This is an optimization exercise on Yosys and OpenROAD, whose aim is small area and few clock cycles, not a production implementation.
Only simulation tests tie the RTL to the original design; equivalence was not proved.
No activity file was given, so power comes from the tool's default toggle rates.

// cpu_top
module cpu_top (
  input  logic        clk,
  input  logic        rst_n,
  output logic [15:0] inst_addr,
  input  logic [15:0] inst,
  output logic [15:0] dmem_addr,
  output logic [15:0] dmem_wdata,
  output logic        dmem_rd,
  output logic        dmem_wr,
  input  logic [15:0] dmem_rdata,
  output logic [15:0] pc,
  output logic        hlt
);
  logic [15:1]       pc_q;       
  logic [3:0]        ir_op;      
  logic [11:0]       ir_lo;
  logic [2:0]        flags_q;    
  logic              hlt_q;
  logic [15:1]       valid_q;    
  logic [15:1][15:0] regs;
  logic [3:0]  rd;
  logic [3:0]  rs;
  logic [3:0]  rt;
  logic [3:0]  rb;
  logic [15:0] a_val;
  logic [15:0] b_val;
  logic [15:1] sel_a;
  logic [15:1] sel_b;
  assign rd = ir_lo[11:8];
  assign rs = ir_lo[7:4];
  assign rt = ir_lo[3:0];
  assign rb = ir_op[3] ? rd : rt;
  always_comb begin
    for (int i = 1; i < 16; i++) begin
      sel_a[i] = valid_q[i] && (rs == 4'(i));
      sel_b[i] = valid_q[i] && (rb == 4'(i));
    end
    a_val = '0;
    b_val = '0;
    for (int i = 1; i < 16; i++) begin
      a_val = a_val | ({16{sel_a[i]}} & regs[i]);
      b_val = b_val | ({16{sel_b[i]}} & regs[i]);
    end
  end
  logic        is_sub;
  logic        is_mem;
  logic [15:0] add_x;
  logic [15:0] add_y;
  logic [15:0] sum;
  logic        ovf;
  logic [15:0] sat;
  assign is_sub = (ir_op == 4'b0001);
  assign is_mem = ir_op[3];
  assign add_x = is_mem ? {a_val[15:1], 1'b0} : a_val;
  assign add_y = is_mem ? {{11{rt[3]}}, rt, 1'b0} : (is_sub ? ~b_val : b_val);
  logic [15:0] add_p;
  logic [15:0] add_g;
  logic [15:0] grp_g;
  ...
export LEC_CHECK = 0
export CAP_MARGIN = 20
export CORE_MARGIN = 2
export CORE_UTILIZATION = 55
export SLEW_MARGIN = 20
create_clock -name core_clock -period 10.0 [get_ports {clk}]
standard.sh (not shown) runs the stock make flow with config.mk's settings and CLKGATE_MAP_FILE= SYNTH_SCRIPT=/design/flow/synth_recipe.tcl, a recipe that flattens the netlist after the stock synthesis.
==> flow/flow/run.sh <==
#!/bin/bash
# Standard ORFS layout with smaller port buffers and a leaner clock tree.
set -euo pipefail
bash standard.sh \
  BUFFER_PORTS_ARGS="-buffer_cell sky130_fd_sc_hd__buf_1" \
  CTS_ARGS="-sink_clustering_enable -repair_clock_nets -dont_use_dummy_load -buf_list sky130_fd_sc_hd__clkbuf_16 -sink_clustering_size 25 -sink_clustering_max_diameter 80" \
  finish > make_finish.log 2>&1
Testbench counts at the start, summed over its fixed seeds: cycles 27,393.
Next try:
==> flow/flow/run.sh (replaced) <==
#!/bin/bash
# Standard ORFS layout with smaller port buffers and a leaner clock tree.
set -euo pipefail
bash standard.sh \
  BUFFER_PORTS_ARGS="-buffer_cell sky130_fd_sc_hd__buf_1" \
  CTS_ARGS="-sink_clustering_enable -repair_clock_nets -dont_use_dummy_load -buf_list sky130_fd_sc_hd__clkbuf_8 -sink_clustering_size 16 -sink_clustering_max_diameter 60" \
  finish > make_finish.log 2>&1
Settings changed: CORE_UTILIZATION 55 to 65, PLACE_DENSITY set to 0.72.
Effect: The new run went through all stages and came out clean; setup slack improved by 60 ps; synthesized area stays the same; design area falls by 1.1%; die area fell by 15%; utilization went up by 10 points; via count came out higher by 3.3%; global-route usage went up by 6.6 points; clock skew goes up by 8.9 ps; power shrinks by 2.9%.

Setup of v49:
The RTL this note starts from:
==> flow/design.v <==
`default_nettype none
module cpu_top (
  input  logic        clk,
  input  logic        rst_n,
  output logic [15:0] inst_addr,
  input  logic [15:0] inst,
  output logic [15:0] dmem_addr,
  output logic [15:0] dmem_wdata,
  output logic        dmem_rd,
  output logic        dmem_wr,
  input  logic [15:0] dmem_rdata,
  output logic [15:0] pc,
  output logic        hlt
);
  logic [15:1]       pc_q;       
  logic [3:0]        ir_op;      
  logic [11:0]       ir_lo;
  logic [2:0]        flags_q;    
  logic              hlt_q;
  logic [15:1]       valid_q;    
  logic [15:1][15:0] regs;
  logic [3:0]  rd;
  logic [3:0]  rs;
  logic [3:0]  rt;
  logic [3:0]  rb;
  logic [15:0] a_val;
  logic [15:0] b_val;
  logic [15:1] sel_a;
  logic [15:1] sel_b;
  assign rd = ir_lo[11:8];
  assign rs = ir_lo[7:4];
  assign rt = ir_lo[3:0];
  assign rb = ir_op[3] ? rd : rt;
  always_comb begin
    for (int i = 1; i < 16; i++) begin
      sel_a[i] = valid_q[i] && (rs == 4'(i));
      sel_b[i] = valid_q[i] && (rb == 4'(i));
    end
    a_val = '0;
    b_val = '0;
    for (int i = 1; i < 16; i++) begin
      a_val = a_val | ({16{sel_a[i]}} & regs[i]);
      b_val = b_val | ({16{sel_b[i]}} & regs[i]);
    end
  end
  logic        is_sub;
  logic        is_mem;
  logic [15:0] add_x;
  logic [15:0] add_y;
  logic [15:0] sum;
  logic        ovf;
  logic [15:0] sat;
  assign is_sub = (ir_op == 4'b0001);
  assign is_mem = ir_op[3];
  assign add_x = is_mem ? {a_val[15:1], 1'b0} : a_val;
  assign add_y = is_mem ? {{11{rt[3]}}, rt, 1'b0} : (is_sub ? ~b_val : b_val);
  logic [15:0] add_p;
  logic [15:0] add_g;
  logic [15:0] grp_g;
  logic [15:0] grp_p;
  always_comb begin
    add_p = add_x ^ add_y;
    add_g = add_x & add_y;
    add_g[0] = add_g[0] | (add_p[0] & is_sub);
    grp_g = add_g;
    grp_p = add_p;
    for (int d = 1; d < 16; d = d * 2) begin
      for (int i = 2 * d - 1; i < 16; i = i + 2 * d) begin
        grp_g[i] = grp_g[i] | (grp_p[i] & grp_g[i - d]);
        grp_p[i] = grp_p[i] & grp_p[i - d];
      end
    end
    for (int d = 4; d >= 1; d = d / 2) begin
      for (int i = 3 * d - 1; i < 16; i = i + 2 * d) begin
        grp_g[i] = grp_g[i] | (grp_p[i] & grp_g[i - d]);
        grp_p[i] = grp_p[i] & grp_p[i - d];
      end
    end
  end
  assign sum = add_p ^ {grp_g[14:0], is_sub};
  assign ovf = (add_x[15] == add_y[15]) && (sum[15] != add_x[15]);
  assign sat = ovf ? {a_val[15], {15{!a_val[15]}}} : sum;
  logic [3:0]  shamt;
  logic [3:0]  rot_amt;
  logic [15:0] rot;
  logic [15:0] shl_keep;
  logic [15:0] sra_keep;
  logic [15:0] shf;
  assign shamt = rt;
  assign rot_amt = (ir_op[1:0] == 2'b00) ? 4'(-shamt) : shamt;
  always_comb begin
    rot = a_val;
    if (rot_amt[0]) rot = {rot[0], rot[15:1]};
    if (rot_amt[1]) rot = {rot[1:0], rot[15:2]};
    if (rot_amt[2]) rot = {rot[3:0], rot[15:4]};
    if (rot_amt[3]) rot = {rot[7:0], rot[15:8]};
    for (int i = 0; i < 16; i++) begin
      shl_keep[i] = (i >= shamt);
      sra_keep[i] = (i + shamt < 16);
    end
  end
  always_comb begin
    case (ir_op[1:0])
      2'b00:   shf = rot & shl_keep;
      2'b01:   shf = (rot & sra_keep) | ({16{a_val[15]}} & ~sra_keep);
      default: shf = rot;
    endcase
  end
  logic [15:0] res;
  logic [15:0] wdata;
  logic        we;
  logic [2:0]  flags_d;
  always_comb begin
    case (ir_op)
      4'b0000, 4'b0001: res = sat;
      4'b0010:          res = add_p;
      4'b1010:          res = {b_val[15:8], ir_lo[7:0]};
      4'b1011:          res = {ir_lo[7:0], b_val[7:0]};
      4'b1110:          res = {pc_q, 1'b0};    
      default:          res = shf;
    endcase
  end
  assign wdata = (ir_op == 4'b1000) ? dmem_rdata : res;
  assign we = !ir_op[3] || ir_op == 4'b1000 || ir_op == 4'b1010 || ir_op == 4'b1011
              || ir_op == 4'b1110;
  always_comb begin
    flags_d = flags_q;
    if (!ir_op[3]) begin
      flags_d[2] = (res == '0);
      if (ir_op[2:1] == 2'b00) begin
        flags_d[1] = ovf;
        flags_d[0] = res[15];
      end
    end
  end
  function automatic logic cond_met(input logic [2:0] c, input logic [2:0] f);
    case (c)
      3'd0: cond_met = !f[2];
      3'd1: cond_met = f[2];
      3'd2: cond_met = !f[2] && !f[0];
      3'd3: cond_met = f[0];
      3'd4: cond_met = f[2] || !f[0];
      3'd5: cond_met = f[0] || f[2];
      3'd6: cond_met = f[1];
      default: cond_met = 1'b1;
    endcase
  endfunction
  logic br_taken;
  assign br_taken = (ir_op == 4'b1101) && cond_met(rd[3:1], flags_q);
  assign dmem_addr = sum;
  assign dmem_wdata = b_val;
  assign dmem_rd = (ir_op == 4'b1000);
  assign dmem_wr = (ir_op == 4'b1001);
  logic        f_b;
  logic        f_hlt;
  logic        f_jump;
  logic [8:0]  f_off;
  logic [15:1] pc_inc;
  logic [15:1] pc_tgt;
  logic [15:1] pc_d;
  assign f_b = (inst[15:12] == 4'b1100) && cond_met(inst[11:9], flags_d);
  assign f_hlt = (inst[15:12] == 4'b1111);
  assign f_off = f_hlt ? 9'h1ff : inst[8:0];
  assign f_jump = f_b || f_hlt;
  always_comb begin
    logic ci;
    logic ct;
    logic y;
    ci = 1'b1;
    ct = 1'b1;
    for (int i = 1; i < 16; i++) begin
      y = f_off[(i > 9) ? 8 : i - 1];
      pc_inc[i] = pc_q[i] ^ ci;
      ci = pc_q[i] & ci;
      pc_tgt[i] = pc_q[i] ^ y ^ ct;
      ct = (pc_q[i] & y) | (pc_q[i] & ct) | (y & ct);
    end
  end
  always_comb begin
    if (br_taken) pc_d = a_val[15:1];
    else if (f_jump) pc_d = pc_tgt;
    else pc_d = pc_inc;
  end
  assign inst_addr = {pc_q, 1'b0};
  assign pc = inst_addr;
  assign hlt = hlt_q;
  always_ff @(posedge clk or negedge rst_n) begin
    if (!rst_n) begin
      pc_q <= '0;
      ir_op <= 4'b1100;
      flags_q <= '0;
      hlt_q <= 1'b0;
      valid_q <= '0;
    end else begin
      pc_q <= pc_d;
      ir_op <= br_taken ? 4'b1100 : inst[15:12];
      flags_q <= flags_d;
      hlt_q <= hlt_q || (f_hlt && !br_taken);
      for (int i = 1; i < 16; i++) begin
        if (we && rd == 4'(i)) valid_q[i] <= 1'b1;
      end
    end
  end
  always_ff @(posedge clk) begin
    ir_lo <= inst[11:0];
  end
  for (genvar i = 1; i < 16; i++) begin : g_reg
    always_ff @(posedge clk) begin
      if (we && rd == 4'(i)) regs[i] <= wdata;
    end
  end
endmodule
`default_nettype wire
clock: 10.0 ns
lec_check: 0
cap_margin: 20
core_margin: 2
core_utilization: 55
slew_margin: 20
==> flow/flow/run.sh <==
#!/bin/bash
# Standard ORFS layout with smaller port buffers and a leaner clock tree.
set -euo pipefail
bash standard.sh \
  BUFFER_PORTS_ARGS="-buffer_cell sky130_fd_sc_hd__buf_1" \
  CTS_ARGS="-sink_clustering_enable -repair_clock_nets -dont_use_dummy_load -buf_list sky130_fd_sc_hd__clkbuf_16 -sink_clustering_size 25 -sink_clustering_max_diameter 80" \
  finish > make_finish.log 2>&1
Testbench counts of v49, summed over its fixed seeds: cycles 27,393.
### v49 -> v20
--- a/flow/flow/run.sh
+++ b/flow/flow/run.sh
@@ -6 +6 @@
-  CTS_ARGS="-sink_clustering_enable -repair_clock_nets -dont_use_dummy_load -buf_list sky130_fd_sc_hd__clkbuf_16 -sink_clustering_size 25 -sink_clustering_max_diameter 80" \
+  CTS_ARGS="-sink_clustering_enable -repair_clock_nets -dont_use_dummy_load -buf_list sky130_fd_sc_hd__clkbuf_8 -sink_clustering_size 16 -sink_clustering_max_diameter 60" \
### Flow results
Clock network latency to the later pin of the worst-skew pair: higher on v20
Re clock buffer count in the final layout: v49 was lower than v20.
Per the comparison of v20 with v49, power consumption down about 3.5%, register share of the cell area up 0.27 points.
Delta (v20 minus v49): first-pass GRT wire length closely matched the old numbers, count of clock tree sinks closely matched the old numbers, initial antenna violation count decreased by 1 relative to the old numbers, smallest setup slack after layout increased by 0.050 ns relative to the old numbers.
Inputs modified between v20 and v53:
# v20
export LEC_CHECK = 0
export CAP_MARGIN = 20
export CORE_MARGIN = 2
export CORE_UTILIZATION = 55
export SLEW_MARGIN = 20
create_clock -name core_clock -period 10.0 [get_ports {clk}]
# v53
export LEC_CHECK = 0
export CAP_MARGIN = 20
export CORE_MARGIN = 2
export CORE_UTILIZATION = 40
export SLEW_MARGIN = 20
create_clock -name core_clock -period 10.0 [get_ports {clk}]
==> flow/run.sh (new file) <==
#!/bin/bash
# synth_recipe.tcl (not shown) runs the flow's synth.tcl, then flattens the netlist and writes it again
# the make line also repeats each setting of config.mk as NAME=value (left out here)
make -C /OpenROAD-flow-scripts/flow DESIGN_CONFIG=/design/flow/config.mk WORK_HOME=/design/flow/orfs CLKGATE_MAP_FILE= SYNTH_SCRIPT=/design/flow/synth_recipe.tcl finish
removed: flow/flow/run.sh
removed: flow/standard.sh
[summary]
v53 finished every step from synthesis to the final layout, and the layout passed the timing, design-rule and antenna checks. Lower smallest hold slack was reported by v20, not v53. v53 vs v20 on post-route fraction of the period consumed by the critical path: v53 is the higher one. Wire length of the first global-routing pass delta for v53 relative to v20: about 11% higher. Die: v53 bigger than v20. v53 gives more clock period minus final worst setup slack than v20 did.

[afterwards: timing with drivers on the ports]
How much do the figures lean on ideal ports? The routed layouts below were timed once more, with nothing changed but the port constraints.
Step 1: set_driving_cell puts a clkbuf_16 on clk and a buf_2 on each other input, an assumption about the parent block.
Step 2 times the ports against the registers' clock, not the clock port: input delays grow and output delays shrink by t, the midpoint of the rising clock arrivals with the driver on.
Three values: ideal, step 1, step 2; two values: the first two.
run | t (ns) | setup WS [ns] | hold slack, ns | worst register clock-pin slew, ns | worst slew at a driven data input, ns
the first run of note 1 | 0.556 | 0.589 / 0.533 / 0.787 | 0.482 / 0.482 / 0.482 | 0.10 / 0.10 | 0.08
the second run of note 1 | 0.623 | 0.648 / 0.599 / 0.724 | 0.490 / 0.490 / 0.490 | 0.10 / 0.10 | 0.06
v49 | 0.581 | 0.390 / 0.332 / 0.757 | 0.465 / 0.465 / 0.465 | 0.10 / 0.10 | 0.04
v20 | 0.655 | 0.440 / 0.387 / 0.950 | 0.462 / 0.462 / 0.462 | 0.10 / 0.10 | 0.04
v53 | 0.615 | 0.344 / 0.287 / 0.902 | 0.479 / 0.479 / 0.479 | 0.06 / 0.06 | 0.07
After both steps every run listed still meets setup and hold.
